This design comes from an exercise in tuning for small area and a short achievable clock period on the open sky130 flow, not from production work. RTL that was checked went through simulation tests only; none was proved equivalent to the original. Power figures rest on the tool's default switching activity, not on a simulated workload.

// mode_banks_top
module mode_banks_top (
    input  wire          clk,
    input  wire          rst,
    input  wire          reg_write,
    input  wire [23:0]   reg_wr,             
    input  wire          find_mode_req,
    input  wire [31:0]   meas,               
    output wire [3:0]    mode_match_safe,
    output wire          dirty_modes,
    output wire          mode_change,
    output wire          vid_mode_change,
    output wire [127:0]  timing
);
Size in the first run: roughly 31000 um2 of cells after synthesis.
==> module timing_calc, before the edit <==
module timing_calc (
    input  wire [127:0] cfg,
    output wire [127:0] tim
);
    wire [15:0] sc  = cfg[112 +: 16];
    wire [15:0] lc  = cfg[96  +: 16];
    wire [15:0] hfp = cfg[80  +: 16];
    wire [15:0] hsl = cfg[64  +: 16];
    wire [15:0] hb  = cfg[48  +: 16];
    wire [15:0] vfp = cfg[32  +: 16];
    wire [15:0] vsl = cfg[16  +: 16];
    wire [15:0] vb  = cfg[0   +: 16];
    wire [15:0] ht_s, ht_c, vt_s, vt_c, he_s, he_y, ve_s, ve_y;
    for (genvar i = 0; i < 16; i++) begin : g_csa
        mb_xnor2 i_hts (.a(sc[i]), .b(hb[i]), .y(ht_s[i]));
        mb_or2   i_htc (.a(sc[i]), .b(hb[i]), .y(ht_c[i]));
        mb_xnor2 i_vts (.a(lc[i]), .b(vb[i]), .y(vt_s[i]));
        mb_or2   i_vtc (.a(lc[i]), .b(vb[i]), .y(vt_c[i]));
        mb_fa    i_he  (.a(sc[i]), .b(hfp[i]), .c(hsl[i]), .s(he_s[i]), .y(he_y[i]));
        mb_fa    i_ve  (.a(lc[i]), .b(vfp[i]), .c(vsl[i]), .s(ve_s[i]), .y(ve_y[i]));
    end
    wire [15:0] h_total, v_total, h_sync_start, h_sync_end, v_sync_start, v_sync_end;
    mb_add16 i_ht  (.a(ht_s), .b({ht_c[14:0], 1'b0}),.s(h_total));
    mb_add16 i_vt  (.a(vt_s), .b({vt_c[14:0], 1'b0}),.s(v_total));
    mb_add16 i_hss (.a(sc),   .b(hfp),                .s(h_sync_start));
    mb_add16 i_hse (.a(he_s), .b({he_y[14:0], 1'b0}), .s(h_sync_end));
    mb_add16 i_vss (.a(lc),   .b(vfp),                .s(v_sync_start));
    mb_add16 i_vse (.a(ve_s), .b({ve_y[14:0], 1'b0}), .s(v_sync_end));
    assign tim = {h_total, v_total, hb, h_sync_start, h_sync_end, vb, v_sync_start, v_sync_end};
endmodule
==> module mode_banks_top, before the edit <==
module mode_banks_top (
    input  wire          clk,
    input  wire          rst,
    input  wire          reg_write,
    input  wire [23:0]   reg_wr,             
    input  wire          find_mode_req,
    input  wire [31:0]   meas,               
    output wire [3:0]    mode_match_safe,
    output wire          dirty_modes,
    output wire          mode_change,
    output wire          vid_mode_change,
    output wire [127:0]  timing
);
    wire [7:0]  wr_addr = reg_wr[23:16];
    wire [15:0] wr_data = reg_wr[15:0];
    logic [4*128-1:0] cfg;
    logic [3:0]       valid;
    logic [3:0]       dirty;
    logic             dirty_q;
    logic [3:0]       sel;        
    logic [3:0]       last;
    logic             change;
    logic             vchange;
    logic [127:0]     tim;
    logic [3:0]       ld, ldx, ldn, ldxn;
    logic             hold;       
    logic [3:0] hit [9];
    always_comb begin
        for (int m = 0; m < 4; m++) begin
            for (int o = 0; o < 9; o++) begin
                hit[o][m] = reg_write && (wr_addr == 8'(4 + 9 * m + o));
            end
        end
    end
    for (genvar m = 0; m < 4; m++) begin : g_mode
        for (genvar o = 0; o < 8; o++) begin : g_field
            wire        we = hit[o][m] && !valid[m];
            wire [15:0] d;
            wire        wn = !we;
            for (genvar b = 0; b < 16; b++) begin : g_bit
                mb_hold1 i_hold (
                    .we  (we),
                    .wen (wn),
                    .wd  (wr_data[b]),
                    .q   (cfg[m*128 + (7-o)*16 + b]),
                    .d   (d[b])
                );
            end
            always_ff @(posedge clk) begin
                cfg[m*128 + (7-o)*16 +: 16] <= d;
            end
        end
    end
    logic [3:0] valid_n, dirty_n, match_n, sel_n, last_n, keep_n;
    logic       change_n;
    always_comb begin
        for (int m = 0; m < 4; m++) begin
            valid_n[m] = hit[8][m] ? wr_data[0] : valid[m];
            if (hit[8][m] && wr_data[0]) dirty_n[m] = 1'b1;
            else if (ld[m])              dirty_n[m] = 1'b0;
            else                         dirty_n[m] = dirty[m];
            match_n[m] = valid[m] &&
                         cfg[m*128 + 112 +: 16] == meas[31:16] &&
                         cfg[m*128 + 96  +: 16] == meas[15:0];
        end
        sel_n[0] = match_n[0];
        sel_n[1] = match_n[1] && !match_n[0];
        sel_n[2] = match_n[2] && !match_n[1] && !match_n[0];
        sel_n[3] = match_n[3] && !match_n[2] && !match_n[1] && !match_n[0];
        last_n = hold ? last : ld;
        keep_n = ~last_n | dirty_n;
        change_n = find_mode_req && |(sel_n & keep_n);
    end
    always_ff @(posedge clk or posedge rst) begin
        if (rst) begin
            valid   <= '0;
            dirty   <= '0;
            dirty_q <= 1'b0;
            sel     <= '0;
            last    <= '0;
            change  <= 1'b0;
            vchange <= 1'b0;
            ld      <= '0;
            ldn     <= '1;
            hold    <= 1'b1;
        end else begin
            valid   <= valid_n;
            dirty   <= dirty_n;
            dirty_q <= |dirty;
            sel     <= sel_n;
            last    <= last_n;
            change  <= change_n;
            vchange <= !hold;
            ld      <= sel_n & {4{change_n}};
            ldn     <= ~(sel_n & {4{change_n}});
            hold    <= !change_n;
        end
    end
    always_ff @(posedge clk) begin
        ldx  <= sel_n & {4{change_n}};
        ldxn <= ~(sel_n & {4{change_n}});
    end
    logic [127:0] c;
    always_comb begin
        c[127:96] = '0;
        c[95:64]  = '0;
        c[63:32]  = '1;
        c[31:0]   = '1;
        for (int m = 0; m < 4; m++) begin
            c[127:96] = c[127:96] | ({32{ld[m]}}  & cfg[m*128 + 96 +: 32]);
            c[95:64]  = c[95:64]  | ({32{ldx[m]}} & cfg[m*128 + 64 +: 32]);
            c[63:32]  = c[63:32]  & ({32{ldn[m]}}  | cfg[m*128 + 32 +: 32]);
            c[31:0]   = c[31:0]   & ({32{ldxn[m]}} | cfg[m*128 +: 32]);
        end
    end
    wire [127:0] tim_n;
    timing_calc i_timing_calc (.cfg(c), .tim(tim_n));
    localparam logic [127:0] tim_rst = {
        16'd1649, 16'd749, 16'd370, 16'd1390, 16'd1430, 16'd30, 16'd725, 16'd730
    };
    wire         ld_any = !hold;
    wire [127:0] tim_d;
    for (genvar b = 0; b < 128; b++) begin : g_tim
        mb_hold1 i_hold (
            .we  (ld_any),
            .wen (hold),
            .wd  (tim_n[b]),
            .q   (tim[b]),
            .d   (tim_d[b])
        );
    end
    always_ff @(posedge clk or posedge rst) begin
        if (rst) begin
            tim <= tim_rst;
        end else begin
            tim <= tim_d;
        end
    end
    assign mode_match_safe = sel;
    assign dirty_modes     = dirty_q;
    assign mode_change     = change;
    assign vid_mode_change = vchange;
    assign timing          = tim;
endmodule
Settings: LEC_CHECK=0, CAP_MARGIN=20, CORE_MARGIN=2, CORE_UTILIZATION=40, SETUP_SLACK_MARGIN=2.5, SLEW_MARGIN=20, SYNTH_HIERARCHICAL=1, SYNTH_MINIMUM_KEEP_SIZE=0; clock period 5.5 ns.
standard.sh (not shown) runs the stock make flow with config.mk's settings and CLKGATE_MAP_FILE= SYNTH_SCRIPT=/design/flow/synth_recipe.tcl, a recipe that flattens the netlist after the stock synthesis.
==> flow/flow/run.sh <==
#!/bin/bash
# The standard layout, except that the port buffers are buf_2 cells
# rather than the resizer's default pick (a slow delay buffer); repair may
# still resize them. Everything else is the standard flow unchanged.
set -euo pipefail
export BUFFER_PORTS_ARGS="-buffer_cell sky130_fd_sc_hd__buf_2"
bash standard.sh > standard.log 2>&1
Change:
--- a/flow/design.v
+++ b/flow/design.v
@@ -196,10 +196,10 @@
         mb_xnor2 i_hts (.a(sc[i]), .b(hb[i]), .y(ht_s[i]));
         mb_or2   i_htc (.a(sc[i]), .b(hb[i]), .y(ht_c[i]));
         mb_xnor2 i_vts (.a(lc[i]), .b(vb[i]), .y(vt_s[i]));
         mb_or2   i_vtc (.a(lc[i]), .b(vb[i]), .y(vt_c[i]));
-        mb_fa    i_he  (.a(sc[i]), .b(hfp[i]), .c(hsl[i]), .s(he_s[i]), .y(he_y[i]));
-        mb_fa    i_ve  (.a(lc[i]), .b(vfp[i]), .c(vsl[i]), .s(ve_s[i]), .y(ve_y[i]));
+        mb_fa    i_he  (.a(hfp[i]), .b(hsl[i]), .c(sc[i]), .s(he_s[i]), .y(he_y[i]));
+        mb_fa    i_ve  (.a(vfp[i]), .b(vsl[i]), .c(lc[i]), .s(ve_s[i]), .y(ve_y[i]));
     end
     wire [15:0] h_total, v_total, h_sync_start, h_sync_end, v_sync_start, v_sync_end;
     mb_add16 i_ht  (.a(ht_s), .b({ht_c[14:0], 1'b0}),.s(h_total));
     mb_add16 i_vt  (.a(vt_s), .b({vt_c[14:0], 1'b0}),.s(v_total));
@@ -266,8 +266,9 @@
         end
     end
     logic [3:0] valid_n, dirty_n, match_n, sel_n, last_n, keep_n;
     logic       change_n;
+    logic [3:0] load_n;
     always_comb begin
         for (int m = 0; m < 4; m++) begin
             valid_n[m] = hit[8][m] ? wr_data[0] : valid[m];
             if (hit[8][m] && wr_data[0]) dirty_n[m] = 1'b1;
@@ -282,9 +283,10 @@
         sel_n[2] = match_n[2] && !match_n[1] && !match_n[0];
         sel_n[3] = match_n[3] && !match_n[2] && !match_n[1] && !match_n[0];
         last_n = hold ? last : ld;
         keep_n = ~last_n | dirty_n;
-        change_n = find_mode_req && |(sel_n & keep_n);
+        load_n   = sel_n & keep_n & {4{find_mode_req}};
+        change_n = |load_n;
     end
     always_ff @(posedge clk or posedge rst) begin
         if (rst) begin
             valid   <= '0;
@@ -304,16 +306,16 @@
             sel     <= sel_n;
             last    <= last_n;
             change  <= change_n;
             vchange <= !hold;
-            ld      <= sel_n & {4{change_n}};
-            ldn     <= ~(sel_n & {4{change_n}});
+            ld      <= load_n;
+            ldn     <= ~load_n;
             hold    <= !change_n;
         end
     end
     always_ff @(posedge clk) begin
-        ldx  <= sel_n & {4{change_n}};
-        ldxn <= ~(sel_n & {4{change_n}});
+        ldx  <= load_n;
+        ldxn <= ~load_n;
     end
     logic [127:0] c;
     always_comb begin
         c[127:96] = '0;
Outcome: The new run finished clean. Design area drops slightly. Power falls slightly. First-iteration DRC count is lower slightly. Worst hold slack is worse by 0.065 ns. Utilization came out lower by 0.16 points. Via count stays flat.
Function not checked in the second run of this note: the RTL went through the layout flow alone.


job 2090:
The RTL this note starts from:
==> flow/design.v <==
`default_nettype none
package mode_regs_pkg;
    localparam int num_modes = 4;
    localparam int mode_idx_w = 2;
    localparam int addr_w = 8;
    localparam int data_w = 16;
    localparam int mode_base_addr = 4;
    localparam int regs_per_mode = 8;
    localparam int mode_stride = 9;
    localparam int reg_sample_count = 0;
    localparam int reg_line_count = 1;
    localparam int reg_h_front_porch = 2;
    localparam int reg_h_sync_length = 3;
    localparam int reg_h_blank = 4;
    localparam int reg_v_front_porch = 5;
    localparam int reg_v_sync_length = 6;
    localparam int reg_v_blank = 7;
    localparam int reg_valid = 8;
endpackage
`default_nettype wire
`default_nettype none
package video_timing_pkg;
    localparam int val_w = 16;
    localparam int cfg_w = 8 * val_w;
    localparam int cfg_sample_count  = 112;
    localparam int cfg_line_count    = 96;
    localparam int cfg_h_front_porch = 80;
    localparam int cfg_h_sync_length = 64;
    localparam int cfg_h_blank       = 48;
    localparam int cfg_v_front_porch = 32;
    localparam int cfg_v_sync_length = 16;
    localparam int cfg_v_blank       = 0;
    localparam int meas_samples = 16;
    localparam int meas_lines   = 0;
    localparam int tim_h_total_minus_one = 112;
    localparam int tim_v_total_minus_one = 96;
    localparam int tim_h_blank           = 80;
    localparam int tim_h_sync_start      = 64;
    localparam int tim_h_sync_end        = 48;
    localparam int tim_v_blank           = 32;
    localparam int tim_v_sync_start      = 16;
    localparam int tim_v_sync_end        = 0;
    localparam logic [cfg_w-1:0] default_mode = {
        16'd1280,   
        16'd720,    
        16'd110,    
        16'd40,     
        16'd370,    
        16'd5,      
        16'd5,      
        16'd30      
    };
endpackage
`default_nettype wire
`timescale 1ns/100ps
`default_nettype none
module mb_aoi21 (
    input  wire a,
    input  wire b,
    input  wire c,
    output wire y
);
    assign y = ~(a | (b & c));
endmodule
module mb_oai21 (
    input  wire a,
    input  wire b,
    input  wire c,
    output wire y
);
    assign y = ~(a & (b | c));
endmodule
module mb_nand2 (
    input  wire a,
    input  wire b,
    output wire y
);
    assign y = ~(a & b);
endmodule
module mb_nor2 (
    input  wire a,
    input  wire b,
    output wire y
);
    assign y = ~(a | b);
endmodule
module mb_xor2 (
    input  wire a,
    input  wire b,
    output wire y
);
    assign y = a ^ b;
endmodule
module mb_xnor2 (
    input  wire a,
    input  wire b,
    output wire y
);
    assign y = ~(a ^ b);
endmodule
module mb_or2 (
    input  wire a,
    input  wire b,
    output wire y
);
    assign y = a | b;
endmodule
module mb_maj3 (
    input  wire a,
    input  wire b,
    input  wire c,
    output wire y
);
    assign y = (a & b) | (a & c) | (b & c);
endmodule
module mb_fa (
    input  wire a,
    input  wire b,
    input  wire c,
    output wire s,
    output wire y
);
    wire x;
    mb_xor2 i_x (.a(a), .b(b), .y(x));
    mb_xor2 i_s (.a(x), .b(c), .y(s));
    mb_maj3 i_y (.a(a), .b(b), .c(c), .y(y));
endmodule
module mb_add16 (
    input  wire [15:0] a,
    input  wire [15:0] b,
    output wire [15:0] s
);
    wire [15:0] g [5];
    wire [15:0] t [5];
    wire [15:0] p;
    for (genvar i = 0; i < 16; i++) begin : g_pg
        mb_nand2 i_g (.a(a[i]), .b(b[i]), .y(g[0][i]));
        mb_nor2  i_t (.a(a[i]), .b(b[i]), .y(t[0][i]));
        mb_xor2  i_p (.a(a[i]), .b(b[i]), .y(p[i]));
    end
    for (genvar k = 1; k <= 4; k++) begin : g_lvl
        localparam int D = 1 << (k - 1);
        for (genvar i = 0; i < 16; i++) begin : g_bit
            if (i < D) begin : g_done
                assign g[k][i] = g[k-1][i];
                assign t[k][i] = t[k-1][i];
            end else begin : g_cell
                localparam int PI = k % 2;
                localparam int J = i - D;
                localparam int NL = J >= 8 ? 4 : J >= 4 ? 3 : J >= 2 ? 2 : J;
                localparam int PL = (1 + ((k - 1) < NL ? (k - 1) : NL)) % 2;
                wire gl = (PL == PI) ? g[k-1][i-D] : ~g[k-1][i-D];
                if (PI == 0) begin : g_aoi
                    mb_aoi21 i_g (.a(g[k-1][i]), .b(t[k-1][i]), .c(gl), .y(g[k][i]));
                    if (i >= 2 * D) begin : g_t
                        mb_nand2 i_t (.a(t[k-1][i]), .b(t[k-1][i-D]), .y(t[k][i]));
                    end else begin : g_nt
                        assign t[k][i] = 1'b0;
                    end
                end else begin : g_oai
                    mb_oai21 i_g (.a(g[k-1][i]), .b(t[k-1][i]), .c(gl), .y(g[k][i]));
                    if (i >= 2 * D) begin : g_t
                        mb_nor2 i_t (.a(t[k-1][i]), .b(t[k-1][i-D]), .y(t[k][i]));
                    end else begin : g_nt
                        assign t[k][i] = 1'b0;
                    end
                end
            end
        end
    end
    assign s[0] = p[0];
    for (genvar i = 1; i < 16; i++) begin : g_sum
        localparam int J = i - 1;
        localparam int NL = J >= 8 ? 4 : J >= 4 ? 3 : J >= 2 ? 2 : J;
        if (((1 + NL) % 2) == 0) begin : g_pos
            mb_xor2  i_s (.a(p[i]), .b(g[4][i-1]), .y(s[i]));
        end else begin : g_neg
            mb_xnor2 i_s (.a(p[i]), .b(g[4][i-1]), .y(s[i]));
        end
    end
endmodule
module timing_calc (
    input  wire [127:0] cfg,
    output wire [127:0] tim
);
    wire [15:0] sc  = cfg[112 +: 16];
    wire [15:0] lc  = cfg[96  +: 16];
    wire [15:0] hfp = cfg[80  +: 16];
    wire [15:0] hsl = cfg[64  +: 16];
    wire [15:0] hb  = cfg[48  +: 16];
    wire [15:0] vfp = cfg[32  +: 16];
    wire [15:0] vsl = cfg[16  +: 16];
    wire [15:0] vb  = cfg[0   +: 16];
    wire [15:0] ht_s, ht_c, vt_s, vt_c, he_s, he_y, ve_s, ve_y;
    for (genvar i = 0; i < 16; i++) begin : g_csa
        mb_xnor2 i_hts (.a(sc[i]), .b(hb[i]), .y(ht_s[i]));
        mb_or2   i_htc (.a(sc[i]), .b(hb[i]), .y(ht_c[i]));
        mb_xnor2 i_vts (.a(lc[i]), .b(vb[i]), .y(vt_s[i]));
        mb_or2   i_vtc (.a(lc[i]), .b(vb[i]), .y(vt_c[i]));
        mb_fa    i_he  (.a(sc[i]), .b(hfp[i]), .c(hsl[i]), .s(he_s[i]), .y(he_y[i]));
        mb_fa    i_ve  (.a(lc[i]), .b(vfp[i]), .c(vsl[i]), .s(ve_s[i]), .y(ve_y[i]));
    end
    wire [15:0] h_total, v_total, h_sync_start, h_sync_end, v_sync_start, v_sync_end;
    mb_add16 i_ht  (.a(ht_s), .b({ht_c[14:0], 1'b0}),.s(h_total));
    mb_add16 i_vt  (.a(vt_s), .b({vt_c[14:0], 1'b0}),.s(v_total));
    mb_add16 i_hss (.a(sc),   .b(hfp),                .s(h_sync_start));
    mb_add16 i_hse (.a(he_s), .b({he_y[14:0], 1'b0}), .s(h_sync_end));
    mb_add16 i_vss (.a(lc),   .b(vfp),                .s(v_sync_start));
    mb_add16 i_vse (.a(ve_s), .b({ve_y[14:0], 1'b0}), .s(v_sync_end));
    assign tim = {h_total, v_total, hb, h_sync_start, h_sync_end, vb, v_sync_start, v_sync_end};
endmodule
`default_nettype wire
`timescale 1ns/100ps
`default_nettype none
module mode_banks_top (
    input  wire          clk,
    input  wire          rst,
    input  wire          reg_write,
    input  wire [23:0]   reg_wr,             
    input  wire          find_mode_req,
    input  wire [31:0]   meas,               
    output wire [3:0]    mode_match_safe,
    output wire          dirty_modes,
    output wire          mode_change,
    output wire          vid_mode_change,
    output wire [127:0]  timing
);
    wire [7:0]  wr_addr = reg_wr[23:16];
    wire [15:0] wr_data = reg_wr[15:0];
    logic [4*128-1:0] cfg;
    logic [3:0]       valid;
    logic [3:0]       dirty;
    logic             dirty_q;
    logic [3:0]       sel;        
    logic [3:0]       last;
    logic             change;
    logic             vchange;
    logic [127:0]     tim;
    logic [3:0]       ld, ldx, ldn, ldxn;
    logic             hold;       
    logic [3:0] hit [9];
    always_comb begin
        for (int m = 0; m < 4; m++) begin
            for (int o = 0; o < 9; o++) begin
                hit[o][m] = reg_write && (wr_addr == 8'(4 + 9 * m + o));
            end
        end
    end
    for (genvar m = 0; m < 4; m++) begin : g_mode
        for (genvar o = 0; o < 8; o++) begin : g_field
            wire        we = hit[o][m] && !valid[m];
            wire [15:0] d;
            wire        wn = !we;
            for (genvar b = 0; b < 16; b++) begin : g_bit
                mb_hold1 i_hold (
                    .we  (we),
                    .wen (wn),
                    .wd  (wr_data[b]),
                    .q   (cfg[m*128 + (7-o)*16 + b]),
                    .d   (d[b])
                );
            end
            always_ff @(posedge clk) begin
                cfg[m*128 + (7-o)*16 +: 16] <= d;
            end
        end
    end
    logic [3:0] valid_n, dirty_n, match_n, sel_n, last_n, keep_n;
    logic       change_n;
    always_comb begin
        for (int m = 0; m < 4; m++) begin
            valid_n[m] = hit[8][m] ? wr_data[0] : valid[m];
            if (hit[8][m] && wr_data[0]) dirty_n[m] = 1'b1;
            else if (change && sel[m])   dirty_n[m] = 1'b0;
            else                         dirty_n[m] = dirty[m];
            match_n[m] = valid[m] &&
                         cfg[m*128 + 112 +: 16] == meas[31:16] &&
                         cfg[m*128 + 96  +: 16] == meas[15:0];
        end
        sel_n[0] = match_n[0];
        sel_n[1] = match_n[1] && !match_n[0];
        sel_n[2] = match_n[2] && !match_n[1] && !match_n[0];
        sel_n[3] = match_n[3] && !match_n[2] && !match_n[1] && !match_n[0];
        last_n = change ? sel : last;
        keep_n = ~last_n | dirty_n;
        change_n = find_mode_req && |(sel_n & keep_n);
    end
    always_ff @(posedge clk or posedge rst) begin
        if (rst) begin
            valid   <= '0;
            dirty   <= '0;
            dirty_q <= 1'b0;
            sel     <= '0;
            last    <= '0;
            change  <= 1'b0;
            vchange <= 1'b0;
            ld      <= '0;
            ldn     <= '1;
            hold    <= 1'b1;
        end else begin
            valid   <= valid_n;
            dirty   <= dirty_n;
            dirty_q <= |dirty;
            sel     <= sel_n;
            last    <= last_n;
            change  <= change_n;
            vchange <= change;
            ld      <= sel_n & {4{change_n}};
            ldn     <= ~(sel_n & {4{change_n}});
            hold    <= !change_n;
        end
    end
    always_ff @(posedge clk) begin
        ldx  <= sel_n & {4{change_n}};
        ldxn <= ~(sel_n & {4{change_n}});
    end
    logic [127:0] c;
    always_comb begin
        c[127:96] = '0;
        c[95:64]  = '0;
        c[63:32]  = '1;
        c[31:0]   = '1;
        for (int m = 0; m < 4; m++) begin
            c[127:96] = c[127:96] | ({32{ld[m]}}  & cfg[m*128 + 96 +: 32]);
            c[95:64]  = c[95:64]  | ({32{ldx[m]}} & cfg[m*128 + 64 +: 32]);
            c[63:32]  = c[63:32]  & ({32{ldn[m]}}  | cfg[m*128 + 32 +: 32]);
            c[31:0]   = c[31:0]   & ({32{ldxn[m]}} | cfg[m*128 +: 32]);
        end
    end
    wire [127:0] tim_n;
    timing_calc i_timing_calc (.cfg(c), .tim(tim_n));
    localparam logic [127:0] tim_rst = {
        16'd1649, 16'd749, 16'd370, 16'd1390, 16'd1430, 16'd30, 16'd725, 16'd730
    };
    wire         ld_any = !hold;
    wire [127:0] tim_d;
    for (genvar b = 0; b < 128; b++) begin : g_tim
        mb_hold1 i_hold (
            .we  (ld_any),
            .wen (hold),
            .wd  (tim_n[b]),
            .q   (tim[b]),
            .d   (tim_d[b])
        );
    end
    always_ff @(posedge clk or posedge rst) begin
        if (rst) begin
            tim <= tim_rst;
        end else begin
            tim <= tim_d;
        end
    end
    assign mode_match_safe = sel;
    assign dirty_modes     = dirty_q;
    assign mode_change     = change;
    assign vid_mode_change = vchange;
    assign timing          = tim;
endmodule
module mb_hold1 (
    input  wire we,
    input  wire wen,
    input  wire wd,
    input  wire q,
    output wire d
);
    assign d = (we & wd) | (wen & q);
endmodule
`default_nettype wire
clock: 5.5 ns
lec_check: 0
cap_margin: 20
core_margin: 2
core_utilization: 40
setup_slack_margin: 2.8
slew_margin: 20
synth_hierarchical: 1
synth_minimum_keep_size: 0
run.sh (not shown) runs the stock make flow with config.mk's settings and CLKGATE_MAP_FILE= SYNTH_SCRIPT=/design/flow/synth_recipe.tcl, a recipe that flattens the netlist after the stock synthesis.
Stock flow here: none of the scripts above is used.
Modified inputs, job 2305 compared to job 2090
==> flow/design.v, changed modules only <==
module mb_add16 (
    input  wire [15:0] a,
    input  wire [15:0] b,
    output wire [15:0] s
);
    wire [15:0] g [5];
    wire [15:0] t [5];
    wire [15:0] p;
    for (genvar i = 0; i < 16; i++) begin : g_pg
        mb_nand2 i_g (.a(a[i]), .b(b[i]), .y(g[0][i]));
        mb_nor2  i_t (.a(a[i]), .b(b[i]), .y(t[0][i]));
        mb_xor2  i_p (.a(a[i]), .b(b[i]), .y(p[i]));
    end
    for (genvar k = 1; k <= 4; k++) begin : g_lvl
        localparam int D = 1 << (k - 1);
        for (genvar i = 0; i < 16; i++) begin : g_bit
            if (i < D) begin : g_done
                assign g[k][i] = g[k-1][i];
                assign t[k][i] = t[k-1][i];
            end else begin : g_cell
                localparam int PI = k % 2;
                localparam int NL = $clog2(i - D + 1);
                localparam int PL = (1 + ((k - 1) < NL ? (k - 1) : NL)) % 2;
                wire gl = (PL == PI) ? g[k-1][i-D] : ~g[k-1][i-D];
                if (PI == 0) begin : g_aoi
                    mb_aoi21 i_g (.a(g[k-1][i]), .b(t[k-1][i]), .c(gl), .y(g[k][i]));
                    if (i >= 2 * D) begin : g_t
                        mb_nand2 i_t (.a(t[k-1][i]), .b(t[k-1][i-D]), .y(t[k][i]));
                    end else begin : g_nt
                        assign t[k][i] = 1'b0;
                    end
                end else begin : g_oai
                    mb_oai21 i_g (.a(g[k-1][i]), .b(t[k-1][i]), .c(gl), .y(g[k][i]));
                    if (i >= 2 * D) begin : g_t
                        mb_nor2 i_t (.a(t[k-1][i]), .b(t[k-1][i-D]), .y(t[k][i]));
                    end else begin : g_nt
                        assign t[k][i] = 1'b0;
                    end
                end
            end
        end
    end
    assign s[0] = p[0];
    for (genvar i = 1; i < 16; i++) begin : g_sum
        localparam int NL = $clog2(i);
        if (((1 + NL) % 2) == 0) begin : g_pos
            mb_xor2  i_s (.a(p[i]), .b(g[4][i-1]), .y(s[i]));
        end else begin : g_neg
            mb_xnor2 i_s (.a(p[i]), .b(g[4][i-1]), .y(s[i]));
        end
    end
endmodule
module mode_banks_top (
    input  wire          clk,
    input  wire          rst,
    input  wire          reg_write,
    input  wire [23:0]   reg_wr,             
    input  wire          find_mode_req,
    input  wire [31:0]   meas,               
    output wire [3:0]    mode_match_safe,
    output wire          dirty_modes,
    output wire          mode_change,
    output wire          vid_mode_change,
    output wire [127:0]  timing
);
    wire [7:0]  wr_addr = reg_wr[23:16];
    wire [15:0] wr_data = reg_wr[15:0];
    logic [4*128-1:0] cfg;
    logic [3:0]       valid;
    logic [3:0]       dirty;
    logic             dirty_q;
    logic [3:0]       sel;        
    logic [3:0]       last;
    logic             change;
    logic             vchange;
    logic [127:0]     tim;
    logic [3:0]       ld;         
    logic [3:0]       ldx;        
    logic             hold;       
    logic [3:0] hit [9];
    always_comb begin
        for (int m = 0; m < 4; m++) begin
            for (int o = 0; o < 9; o++) begin
                hit[o][m] = reg_write && (wr_addr == 8'(4 + 9 * m + o));
            end
        end
    end
    for (genvar m = 0; m < 4; m++) begin : g_mode
        for (genvar o = 0; o < 8; o++) begin : g_field
            wire        we = hit[o][m] && !valid[m];
            wire [15:0] d;
            wire        wn = !we;
            for (genvar b = 0; b < 16; b++) begin : g_bit
                mb_hold1 i_hold (
                    .we  (we),
                    .wen (wn),
                    .wd  (wr_data[b]),
                    .q   (cfg[m*128 + (7-o)*16 + b]),
                    .d   (d[b])
                );
            end
            always_ff @(posedge clk) begin
                cfg[m*128 + (7-o)*16 +: 16] <= d;
            end
        end
    end
    logic [3:0] valid_n, dirty_n, match_n, sel_n, last_n, keep_n;
    logic       change_n;
    always_comb begin
        for (int m = 0; m < 4; m++) begin
            valid_n[m] = hit[8][m] ? wr_data[0] : valid[m];
            if (hit[8][m] && wr_data[0]) dirty_n[m] = 1'b1;
            else if (change && sel[m])   dirty_n[m] = 1'b0;
            else                         dirty_n[m] = dirty[m];
            match_n[m] = valid[m] &&
                         cfg[m*128 + 112 +: 16] == meas[31:16] &&
                         cfg[m*128 + 96  +: 16] == meas[15:0];
        end
        sel_n[0] = match_n[0];
        sel_n[1] = match_n[1] && !match_n[0];
        sel_n[2] = match_n[2] && !match_n[1] && !match_n[0];
        sel_n[3] = match_n[3] && !match_n[2] && !match_n[1] && !match_n[0];
        last_n = change ? sel : last;
        keep_n = ~last_n | dirty_n;
        change_n = find_mode_req && |(sel_n & keep_n);
    end
    always_ff @(posedge clk or posedge rst) begin
        if (rst) begin
            valid   <= '0;
            dirty   <= '0;
            dirty_q <= 1'b0;
            sel     <= '0;
            last    <= '0;
            change  <= 1'b0;
            vchange <= 1'b0;
            ld      <= '0;
            hold    <= 1'b1;
        end else begin
            valid   <= valid_n;
            dirty   <= dirty_n;
            dirty_q <= |dirty;
            sel     <= sel_n;
            last    <= last_n;
            change  <= change_n;
            vchange <= change;
            ld      <= sel_n & {4{change_n}};
            hold    <= !change_n;
        end
    end
    always_ff @(posedge clk) begin
        ldx <= sel_n & {4{change_n}};
    end
    logic [127:0] c;
    always_comb begin
        c = '0;
        for (int m = 0; m < 4; m++) begin
            c[127:64] = c[127:64] | ({64{ld[m]}}  & cfg[m*128 + 64 +: 64]);
            c[63:0]   = c[63:0]   | ({64{ldx[m]}} & cfg[m*128 +: 64]);
        end
    end
    wire [127:0] tim_n;
    timing_calc i_timing_calc (.cfg(c), .tim(tim_n));
    localparam logic [127:0] tim_rst = {
        16'd1649, 16'd749, 16'd370, 16'd1390, 16'd1430, 16'd30, 16'd725, 16'd730
    };
    always_ff @(posedge clk or posedge rst) begin
        if (rst) begin
            tim <= tim_rst;
        end else if (!hold) begin
            tim <= tim_n;
        end
    end
    assign mode_match_safe = sel;
    assign dirty_modes     = dirty_q;
    assign mode_change     = change;
    assign vid_mode_change = vchange;
    assign timing          = tim;
endmodule
[summary]
Of job 2305 and job 2090, it is job 2305 that has the lower share of total power in the clock network. Diff job 2090..job 2305 | count of boundary I/O pins | unchanged. Job 2305 has setup skew after layout above what job 2090 had. Summary — critical path depth, job 2305 relative to job 2090: higher, by 2. On hold slack, job 2090 and job 2305 are neck and neck. Lower routing usage on met2 goes to job 2090 over job 2305. Taking job 2090 as the reference, in job 2305 count of plain and timing-repair buffers up about 20%; sequential share of layout area dropped 2.6 points. For sequential cell power, job 2305 and job 2090 come out practically identical. Total power up 1.8% in job 2305 wrt job 2090.
For job 2305, only the layout was checked, not whether the RTL still works.

[static timing again, ports no longer ideal]
The results above use ideal ports. As a check the final layouts listed here were re-extracted and re-timed, cells and wires unchanged. Step 1 (the two cells are an assumption about what drives the block):
set clk [get_ports {clk}]
set_driving_cell -lib_cell sky130_fd_sc_hd__clkbuf_16 $clk
set_driving_cell -lib_cell sky130_fd_sc_hd__buf_2 [delete_from_list [all_inputs] $clk]
Step 2 times the ports against the registers' clock, not the clock port: input delays grow and output delays shrink by t, the midpoint of the rising clock arrivals with the driver on. Slacks: ideal ports / drivers / drivers and shift; pairs: ideal ports / drivers.
run	t (ns)	setup WS [ns]	worst register clock-pin slew, ns
the first run of note 1	0.676	2.518 / 2.556 / 1.880	0.06 / 0.06
the second run of note 1	0.685	2.457 / 2.500 / 1.815	0.06 / 0.06
job 2090	0.676	2.591 / 2.591 / 2.163	0.07 / 0.07
job 2305	0.690	2.422 / 2.422 / 2.187	0.07 / 0.07
After both steps every run listed still meets setup and hold. For the second run of note 1, which loses most, drivers alone change the setup slack by +0.043 ns; drivers and shift together by -0.642 ns.
